Background: an optimization exercise with open tools, aiming at small area and a short achievable clock period. Do not read the settings as production practice.
No functional check of the RTL was part of any run shown here.
Power figures rest on the tool's default switching activity, not on a simulated workload.

==> flow/design.v <==
module wide_mult_result_serializer #(
  parameter int LATENCY = 7,
  parameter int DEPTH   = 8
) (
  input  logic         clock,
  input  logic         resetn,
  input  logic         start,
  input  logic [255:0] return_val,
  input  logic         clear,
  output logic [63:0]  out_data,
  output logic         out_valid,
  input  logic         out_ready,
  output logic         out_last,
  output logic [7:0]   out_tag,
  output logic [4:0]   fifo_count,
  output logic         overflow
);
  localparam int PW = $clog2(DEPTH);
  localparam int NW = 4 * DEPTH;
  logic [LATENCY-1:0] tracker;
  logic [LATENCY-1:0] tracker_next;
  logic               capture;
  logic               capture_next;
  logic [255:0]       mem_d [DEPTH];
  logic [7:0]         mem_t [DEPTH];
  logic [PW-1:0]      wr_ptr;
  logic [1:0]         beat;
  logic [7:0]         seq;
  logic [4:0]         count;
  logic               valid_r;
  logic               full_r;
  logic               multi_r;    
  logic [NW-1:0]      rsel;       
  logic [DEPTH-1:0]   we_r;       
  logic [63:0]        data_r;
  logic [7:0]         tag_r;
  logic               last_r;
  logic               ovf_r;
  logic [63:0]        rd_word;
  logic [7:0]         rd_tag;
  logic [1:0]         n_beat   [2];
  logic [PW-1:0]      n_wr_ptr [2];
  logic [4:0]         n_count  [2];
  logic               n_valid  [2];
  logic               n_full   [2];
  logic               n_multi  [2];
  logic               n_last   [2];
  logic               n_ovf    [2];
  logic [NW-1:0]      n_rsel   [2];
  logic [DEPTH-1:0]   n_we     [2];
  logic [63:0]        n_data   [2];
  logic [7:0]         n_tag    [2];
  generate
    if (LATENCY > 1) begin : g_shift
      assign tracker_next = {tracker[LATENCY-2:0], start};
      assign capture_next = tracker[LATENCY-2];
    end else begin : g_single
      assign tracker_next = start;
      assign capture_next = start;
    end
  endgenerate
  assign capture = tracker[LATENCY-1];
  always_comb begin
    rd_word = '0;
    for (int i = 0; i < NW; i++)
      rd_word = rd_word | (mem_d[i/4][64*(i%4) +: 64] & {64{rsel[i]}});
    rd_tag = '0;
    for (int i = 0; i < DEPTH; i++)
      rd_tag = rd_tag | (mem_t[i] & {8{rsel[4*i]}});
  end
  for (genvar r = 0; r < 2; r++) begin : g_next
    logic xfer;
    logic pop;
    logic store;
    logic show_rd;
    logic show_rv;
    logic tag_rd;
    logic tag_hold;
    assign xfer  = valid_r & (r == 1);
    assign pop   = xfer & (beat == 2'd3);
    assign store = capture & (~full_r | pop);
    assign show_rd  = xfer & ((beat != 2'd3) | multi_r);
    assign show_rv  = capture & ~(valid_r & ~pop) & ~show_rd;
    assign tag_rd   = pop & multi_r;
    assign tag_hold = valid_r & ~pop;
    always_comb begin
      n_beat[r]   = xfer ? beat + 2'd1 : beat;
      n_wr_ptr[r] = store ? wr_ptr + 1'b1 : wr_ptr;
      n_count[r]  = count;
      if (store && !pop) n_count[r] = count + 5'd1;
      else if (pop && !store) n_count[r] = count - 5'd1;
      n_valid[r]  = (n_count[r] != 5'd0);
      n_full[r]   = (n_count[r] == 5'(DEPTH));
      n_multi[r]  = (n_count[r] > 5'd1);
      n_last[r]   = n_valid[r] & (n_beat[r] == 2'd3);
      n_ovf[r]    = ovf_r | (capture & full_r & ~pop);
      n_rsel[r]   = xfer ? {rsel[NW-2:0], rsel[NW-1]} : rsel;
      for (int e = 0; e < DEPTH; e++)
        n_we[r][e] = capture_next & (n_wr_ptr[r] == PW'(e)) &
                     ((n_count[r] != 5'(DEPTH)) | (n_beat[r] == 2'd3));
      n_data[r]   = (rd_word & {64{show_rd}}) |
                    (return_val[63:0] & {64{show_rv}}) |
                    (data_r & {64{~xfer & valid_r}});
      n_tag[r]    = (rd_tag & {8{tag_rd}}) | (tag_r & {8{tag_hold}}) |
                    (seq & {8{show_rv}});
    end
  end
  always_ff @(posedge clock or negedge resetn) begin
    if (!resetn) begin
      tracker <= '0;
      wr_ptr  <= '0;
      beat    <= 2'd0;
      seq     <= 8'd0;
      count   <= 5'd0;
      valid_r <= 1'b0;
      full_r  <= 1'b0;
      multi_r <= 1'b0;
      rsel    <= NW'(2);
      we_r    <= '0;
      data_r  <= '0;
      tag_r   <= '0;
      last_r  <= 1'b0;
      ovf_r   <= 1'b0;
    end else if (clear) begin
      tracker <= '0;
      wr_ptr  <= '0;
      beat    <= 2'd0;
      seq     <= 8'd0;
      count   <= 5'd0;
      valid_r <= 1'b0;
      full_r  <= 1'b0;
      multi_r <= 1'b0;
      rsel    <= NW'(2);
      we_r    <= '0;
      data_r  <= '0;
      tag_r   <= '0;
      last_r  <= 1'b0;
      ovf_r   <= 1'b0;
    end else begin
      tracker <= tracker_next;
      if (capture) seq <= seq + 8'd1;
      wr_ptr  <= n_wr_ptr[out_ready];
      beat    <= n_beat[out_ready];
      count   <= n_count[out_ready];
      valid_r <= n_valid[out_ready];
      full_r  <= n_full[out_ready];
      multi_r <= n_multi[out_ready];
      last_r  <= n_last[out_ready];
      rsel    <= n_rsel[out_ready];
      we_r    <= n_we[out_ready];
      ovf_r   <= n_ovf[out_ready];
      data_r  <= n_data[out_ready];
      tag_r   <= n_tag[out_ready];
    end
  end
  always_ff @(posedge clock) begin
    for (int e = 0; e < DEPTH; e++)
      if (we_r[e]) begin
        mem_d[e] <= return_val;
        mem_t[e] <= seq;
      end
  end
  assign out_data   = data_r;
  assign out_valid  = valid_r;
  assign out_last   = last_r;
  assign out_tag    = tag_r;
  assign fifo_count = count;
  assign overflow   = ovf_r;
endmodule
==> flow/flow/run.sh <==
#!/bin/bash
set -euo pipefail
export BUFFER_PORTS_ARGS="-buffer_cell sky130_fd_sc_hd__buf_1"
bash standard.sh > standard_flow.log 2>&1
==> flow/standard.sh <==
#!/bin/bash
# synth_recipe.tcl (not shown) runs the flow's synth.tcl, then flattens the netlist and writes it again
# the make line also repeats each setting of config.mk as NAME=value (left out here)
make -C /OpenROAD-flow-scripts/flow DESIGN_CONFIG=/design/flow/config.mk WORK_HOME=/design/flow/orfs CLKGATE_MAP_FILE= SYNTH_SCRIPT=/design/flow/synth_recipe.tcl "${@:-finish}"
==> flow/config.mk <==
export PLATFORM = sky130hd
export DESIGN_NAME = wide_mult_result_serializer
export DESIGN_NICKNAME = wide_mult_result_serializer
export VERILOG_FILES = /design/flow/design.v
export SDC_FILE = /design/flow/constraint.sdc
export NUM_CORES = 4
export LEC_CHECK = 0
export CAP_MARGIN = 20
export CORE_MARGIN = 2
export CORE_UTILIZATION = 45
export CTS_CLUSTER_DIAMETER = 60
export CTS_CLUSTER_SIZE = 30
export SETUP_SLACK_MARGIN = 3.0
export SLEW_MARGIN = 20
==> flow/constraint.sdc <==
create_clock -name core_clock -period 5.5 [get_ports {clock}]
set_input_delay 1.1000 -clock core_clock [delete_from_list [all_inputs] [get_ports {clock}]]
set_output_delay 1.1000 -clock core_clock [all_outputs]
set_load 0.01 [all_outputs]
==> flow_summary.yaml, run 1 <==
placed_design:
  place_congestion: 0.822
  io_buffer_count: 340
  dpl.hpwl_mm: 137
  placed_cells: 6949
  dp_slack_ps: 2050
die:
  boundaryPins: 341
  num_rows: 156
  initial_utilization_pct: 45.2
  die_w_um: 429
  fp.dieH_um: 429
  core_um2: 180000
  die_area_um2: 184000
timing:
  setup_viol: 0
  fin_ws_ps: 2910
  period_share_pct: 47.0
  relSlewSlack_pct: 23.7
  rsz0062_at_grt: "yes"
  fin_setup_tns_ps: 0
  skew_ps: 41.7
  slew_violations: 0
  worstMarginPinSlew_ps: 1150
  fmax_mhz: 386
  hold_viol: 0
  period_minus_slack_ps: 2590
worst_setup_path:
  crit_path_end_kind: "primary output"
  critPathTopFamily: "flip-flops"
  r2r_slack_ps: 3020
  cp-start-kind: "register"
  worstPathBufferInverterCount: 1
  worstSetupPathType: "register to primary output"
  slowest_delay_ps: 520
  worstPathRequired_ps: 4400
  critPathMaxFanout: 4
  worstPathArrival_ps: 1490
  crit_path_top_delay_cell: "dfrtp_4"
  crit_chain: "buf_6"
grt:
  grt_max_degree: 130
  grt-ovfl-total: 0
  antenna_found_initial: 68
  grt_pass1_wl_mm: 395
  grt_pass1_vias: 47600
  track_usage_pct: 30.8
finish:
  n_fill_cell: 14400
  final_cells: 7401
  multi_input_area_um2: 13300
  drive_gt1_share_pct: 13.0
  nets: 5145
  regArea_um2: 67200
  area_growth_pct: 14.4
  final_util_pct: 51.7
yosys:
  synth_cell_types: 53
  synth.yosys.seq_area_share_pct: 82.3
  mappedNetlistArea_um2: 81400
  synth_edf_count: 2112
  synth.avg_cell_area_um2: 18.2
  synth_nets: 4730
  yosysWarnings: 15
  ys_async_sr_fraction_pct: 6.30
  postSynthCellCount: 4464
  ys_ff_latch: 2254
  synth_flop_cell: "edfxtp_1"
drt:
  wire_per_inst_um: 39.5
  wl_met1_mm: 108
  met2_length_mm: 134
  drtIter0Drc: 7934
  dr.max_layer_used: "met5"
  vias_per_cell: 6.87
  vias: 50800
  drc: 0
  drtAntennaViolNets: 0
  met3_length_mm: 34.9
  drt_pass1_iterations: 6
  wirelength_mm: 292
clocking:
  clock_latency_ps: 840
  cts_made_buffers: 136
  clockBufferDepth: 3
  clkTransAtPathRegs_ps: 70
  clockRootBuffer: "clkbuf_16"
  htree_num_levels: 4
  tritoncts_num_sinks: 2254
  cts.hold.buffers_added: 0
  cts_tree: "done"
pwr:
  p_int_uw: 24200
  p_seq_share_pct: 60.6
  p_leak_uw: 0.0285
  irDropWorstVdd_mv: 0.346
  combPwrFrac_pct: 2.0
  power_density_nw_per_um2: 332
  switchingPower_uw: 6760
  p_sw_share_pct: 21.9
  clock_power_share_pct: 37.4
run:
  cap_viol_max_count: 0
status:
  status: "finished clean"
hold_path:
  min_path_type: "primary input to asynchronous set/reset pin"
-- worst paths after layout --
check                                     start              endpoint  cells past startpoint
hold reg to reg            tracker[4]$_DFF_PN0_  tracker[5]$_DFF_PN0_                      1
min in group core_clock    tracker[4]$_DFF_PN0_  tracker[5]$_DFF_PN0_                      1
max in group asynchronous                resetn  data_r[50]$_DFF_PN0_                      2
hold / removal                           resetn  tracker[0]$_DFF_PN0_                      1
setup / recovery              valid_r$_DFF_PN0_             out_valid                      1
setup reg to reg           rsel[19]$_DFFE_PN0P_  data_r[34]$_DFF_PN0_                      6
-- layer usage --
| metal | global-route usage, % | vias up |
|---|---|---|
| li1 | - | 19700 |
| met3 | 6.93 | 665 |
| met4 | 14.4 | 42 |
| met1 | 42.4 | 26700 |
| met5 | 0 | - |
| met2 | 46.9 | 3685 |
-- power by group through the flow --
stage,clock [uW],sequential (uW),combinational [uW]
floorplan,0,19100,120
global placement,0,19200,515
detailed placement,0,19200,526
CTS,11600,18800,585
global route,12200,18800,646
finish,11600,18800,612
-- flip-flops by register name (all words and copies together), names as in the netlist --
signal,cells
seq,8
beat,2
tag_r,8
multi_r,1
data_r,64
wr_ptr,3
last_r,1
count,5
mem_d,2048
ovf_r,1
rsel,32
we_r,8
tracker,7
mem_t,64
full_r,1
valid_r,1
-- synthesized netlist by cell type, types with 2 or more instances --
cell	count	area [um^2]
a211oi_1	11	82.6
a21oi_1	45	225
a221oi_1	8	70.1
a22o_1	3	26.3
a22oi_1	1185	8900
a31oi_1	5	31.3
a32o_1	6	60.1
a32oi_1	2	17.5
and2_1	2	12.5
and3_1	4	25.0
and4_1	2	17.5
buf_1	87	327
buf_2	9	45.0
clkbuf_1	207	777
dfrtp_1	141	3530
edfxtp_1	2112	63400
ha_1	5	62.6
inv_1	9	33.8
mux2i_1	3	30.0
nand2_1	104	390
nand3_1	6	30.0
nand3b_1	4	30.0
nand4_1	267	1670
nor2_1	37	139
nor2b_1	12	75.1
nor3_1	10	50.1
o21ai_0	4	20.0
o22ai_1	66	413
or2_2	2	12.5
or4_1	64	480
xnor2_1	11	96.3
xor2_1	10	87.6
-- area by class of cell --
class	count	area share [%]
Antenna cell	38	0.102
Clock buffer	155	3.89
Clock inverter	97	1.22
Inverter	9	0.0363
Multi-Input combinational cell	1901	14.3
Sequential cell	2254	72.2
Tap cell	2370	3.19
Timing Repair Buffer	577	5.07
-- cells by family (layout without fill, tap and decap cells) --
logic type / after synthesis / after routing / synth area share [%]
AO/OA/AOI/OAI: 1344 / 1344 / 12.2
flip-flops: 2254 / 2254 / 82.3
other: 0 / 38 / 0
XOR/XNOR: 21 / 21 / 0.226
multiplexers: 3 / 3 / 0.0369
adder cells (fa/ha/maj): 5 / 5 / 0.0769
buffers and inverters: 313 / 838 / 1.46
AND/OR/NAND/NOR: 524 / 528 / 3.73
-- cells in the final DEF (no fill, tap or decap), types with 6 or more instances in the layout --
master,netlist,routed
clkbuf_1,207,10
buf_8,0,10
buf_1,87,258
diode_2,0,38
clkinvlp_4,0,7
inv_1,9,9
a32o_1,6,6
buf_12,0,77
xnor2_1,11,11
clkinv_1,0,8
clkbuf_16,0,142
nor3_1,10,10
dfrtp_1,141,68
a22oi_1,1185,1185
a21oi_1,45,45
nor2_1,37,37
dfrtp_4,0,40
edfxtp_1,2112,2112
xor2_1,10,10
o22ai_1,66,66
inv_6,0,25
a221oi_1,8,8
buf_2,9,26
clkinv_4,0,6
buf_6,0,75
clkinv_8,0,15
or4_1,64,64
inv_8,0,17
dfrtp_2,0,33
nand2_1,104,102
nand4_1,267,267
a211oi_1,11,11
buf_4,1,119
nand3_1,6,6
nor2b_1,12,10
inv_12,0,6
-- what timing repair did --
| action | 4_1_cts | 5_1_grt |
|---|---|---|
| setup endpoints to repair | 201 | 133 |
| buffers inserted | 111 | 46 |
| gates cloned | 2 | 3 |
| pin swaps | 1 | 1 |
| resized for setup | 208 | 59 |
-- through the flow --
stage	instance area, um^2	total power [uW]	hold WS, ps
CTS	92400	30900	458
finish	93100	30900	440
global placement	85500	19700	457
global route	93100	31600	497
detailed placement	85500	19700	451
floorplan	81400	19300	439
==> inputs of run 2 (changes only) <==
--- a/flow/config.mk
+++ b/flow/config.mk
@@ -8,5 +8,5 @@
 export CAP_MARGIN = 20
 export CORE_MARGIN = 2
-export CORE_UTILIZATION = 45
+export CORE_UTILIZATION = 52
 export CTS_CLUSTER_DIAMETER = 60
 export CTS_CLUSTER_SIZE = 30
==> run 2 against run 1 <==
  * Utilization grew 7.9 points
  * Power grew 1.3%
  * Setup slack gained 7.3 ps
  * Register-to-register slack is essentially flat
  * Combinational power is essentially flat
  * Routed wire length shrank 2.4%
  * Global-route usage grew 4.4 points
  * Critical path type unchanged
  * Critical path depth is the same
  * Clock skew grew 2.6 ps
  * Sequential share of layout area grew 0.21 points
  * Still clean on timing, DRC and antenna
  * Largest power group unchanged
  * Sequential power is essentially flat
  * Cell count shrank 4.0%
==> flow_summary.yaml, run 2 <==
yosys:
  ys_top_cells_by_area: "edfxtp_1 78%, a22oi_1 11%, dfrtp_1 4.3%"
  synth_nets: 4730
  mappedNetlistArea_um2: 81400
  yosysWarnings: 15
  postSynthCellCount: 4464
  ys_async_sr_fraction_pct: 6.30
  synth.avg_cell_area_um2: 18.2
  synth.yosys.seq_area_share_pct: 82.3
  synth_common_cells: "2112 x edfxtp_1, 1185 x a22oi_1, 267 x nand4_1"
  synth_top_area_share_pct: 77.9
  synth.largest_area_cell: "edfxtp_1"
  yosysMostFrequentCell: "edfxtp_1"
  synth_flop_cell: "edfxtp_1"
  ys_ff_latch: 2254
  synth_cell_types: 53
  synth_edf_count: 2112
finish:
  n_fill_cell: 11500
  area_growth_pct: 14.0
  reg_top3: "mem_d x2048, data_r x64, mem_t x64"
  top_register: "mem_d"
  layout_commonest_cell: "edfxtp_1"
  drive_gt1_share_pct: 12.9
  nets: 5154
  mostFrequentLayoutCells: "2112 x edfxtp_1, 1185 x a22oi_1, 267 x nand4_1"
  final_util_pct: 59.5
  largest_reg_flops: 2048
die:
  die_w_um: 400
  die_area_um2: 160000
  initial_utilization_pct: 52.2
  num_rows: 145
  boundaryPins: 341
  core_um2: 156000
  fp.dieH_um: 400
drt:
  drtIter0Drc: 8214
  wire_per_inst_um: 40.2
  drc: 0
  drtAntennaViolNets: 0
  drt_pass1_iterations: 6
  vias: 50600
  wirelength_mm: 285
  vias_per_cell: 7.13
worst_setup_path:
  worstSetupPathType: "register to primary output"
  crit_chain: "buf_6"
  slowest_delay_ps: 510
  crit_path_end_kind: "primary output"
  worstPathRequired_ps: 4400
  r2r_slack_ps: 3030
  crit_path_top_delay_cell: "dfrtp_2"
  worstPathBufferInverterCount: 1
  cp-start-kind: "register"
  critPathTopFamily: "flip-flops"
  critPathMaxFanout: 2
  worstPathArrival_ps: 1480
clocking:
  clock_latency_ps: 840
  cts_tree: "done"
  cts.hold.buffers_added: 0
  clockBufferDepth: 3
  cts_made_buffers: 142
  clkTransAtPathRegs_ps: 90
  htree_num_levels: 4
  clockRootBuffer: "clkbuf_16"
  tritoncts_num_sinks: 2254
placed_design:
  io_buffer_count: 340
  dpl.hpwl_mm: 131
  dp_slack_ps: 2230
  place_congestion: 0.789
grt:
  grt_max_degree: 124
  track_usage_pct: 35.2
  grt-ovfl-total: 0
  grt_pass1_wl_mm: 387
  antenna_found_initial: 70
  grt_pass1_vias: 47500
timing:
  period_minus_slack_ps: 2580
  period_share_pct: 46.9
  hold_viol: 0
  slew_violations: 0
  skew_ps: 44.3
  fin_ws_ps: 2920
  fmax_mhz: 388
  rsz0062_at_grt: "yes"
  setup_viol: 0
  fin_setup_tns_ps: 0
  relSlewSlack_pct: 12.4
  worstMarginPinSlew_ps: 1310
pwr:
  irDropWorstVdd_mv: 0.328
  power_density_nw_per_um2: 338
  p_leak_uw: 0.0286
  report.power.total_uw: 31300
hold_path:
  min_path_type: "primary input to asynchronous set/reset pin"
run:
  cap_viol_max_count: 0
status:
  status: "finished clean"
-- run 2: cell families (layout without fill, tap and decap cells) --
group	Yosys count	after routing	share of synthesized area [%]
flops	2254	2254	82.3
compound gates	1344	1344	12.2
simple gates	524	527	3.73
buf+inv	313	853	1.46
xor+xnor	21	21	0.226
fa+ha+maj	5	5	0.0769
mux	3	3	0.0369
other cells	0	37	0
-- run 2: per-layer routing --
| layer | wire, um | global-route usage (%) | vias to the layer above |
|---|---|---|---|
| met3 | 37600 | 9.87 | 663 |
| met5 | 501 | 0 | - |
| met1 | 106000 | 49.6 | 26400 |
| li1 | - | - | 19700 |
| met4 | 11400 | 12.2 | 72 |
| met2 | 130000 | 53.2 | 3742 |
-- run 2: stage by stage --
step	area, um^2	cells	hold WS [ps]
3_5_place_dp	85100	6642	448
3_3_place_gp	85100	6641	444
2_1_floorplan	81400	4464	439
4_1_cts	92200	7018	352
6_report	92800	7102	372
5_1_grt	92700	7075	399
-- run 2: layout make-up --
type	instances	area (um^2)	share of cell area (%)
diodes	37	92.6	0.0998
clock buffers	159	3800	4.09
clock inverters	104	1240	1.33
inverters	9	33.8	0.0364
multi-input cells	1900	13300	14.4
flip-flops and latches	2254	67200	72.4
well taps	2058	2570	2.77
repair buffers	581	4600	4.96
-- run 2: worst paths after layout --
kind	start	endpoint	cells past startpoint
worst max-delay path	data_r[62]$_DFF_PN0_	out_data[62]	1
worst min-delay path	resetn	we_r[3]$_DFF_PN0_	1
worst max register to register	rsel[28]$_DFFE_PN0P_	data_r[62]$_DFF_PN0_	7
worst min register to register	tracker[4]$_DFF_PN0_	tracker[5]$_DFF_PN0_	1
max in group asynchronous	resetn	data_r[9]$_DFF_PN0_	2
min in group core_clock	tracker[4]$_DFF_PN0_	tracker[5]$_DFF_PN0_	1
-- run 2: power by group --
part	internal [uW]	switching, uW
Sequential	18700	15.4
Clock	5690	6290
Combinational	124	488
-- run 2: what timing repair did --
action                                  CTS  global route
pin swaps                                 0             2
buffers inserted                        112            45
resized for setup                       185            42
endpoints found under the setup margin  199           106
endpoints found under the hold margin     0             0
cloned                                    1             2

[re-timing with driven ports]
Ports are ideal in the flow. The routed layouts listed here were re-timed in OpenROAD. Step 1 assumes that a clkbuf_16 drives the clock port and a buf_2 every other input. Step 2 moves the port delays by t, midway between the first and last clock arrival at a register: inputs arrive t later, outputs are due t later. That takes back most of the time a late clock gives input paths. a / b / c = no drivers / after step 1 / after step 2; a / b = the first two.
run | t, ns | setup WS [ns] | hold WS [ns] | worst setup path at the end | worst slew at a driven data input, ns
run 1 | 0.903 | 2.913 / 2.825 / 2.161 | 0.440 / 0.377 / 0.464 | input to register | 0.18
run 2 | 0.893 | 2.920 / 2.836 / 2.176 | 0.372 / 0.320 / 0.458 | input to register | 0.23
After both steps setup and hold are still met in every run listed. For run 1, which loses most, drivers alone change the setup slack by -0.088 ns; drivers and shift together by -0.752 ns.
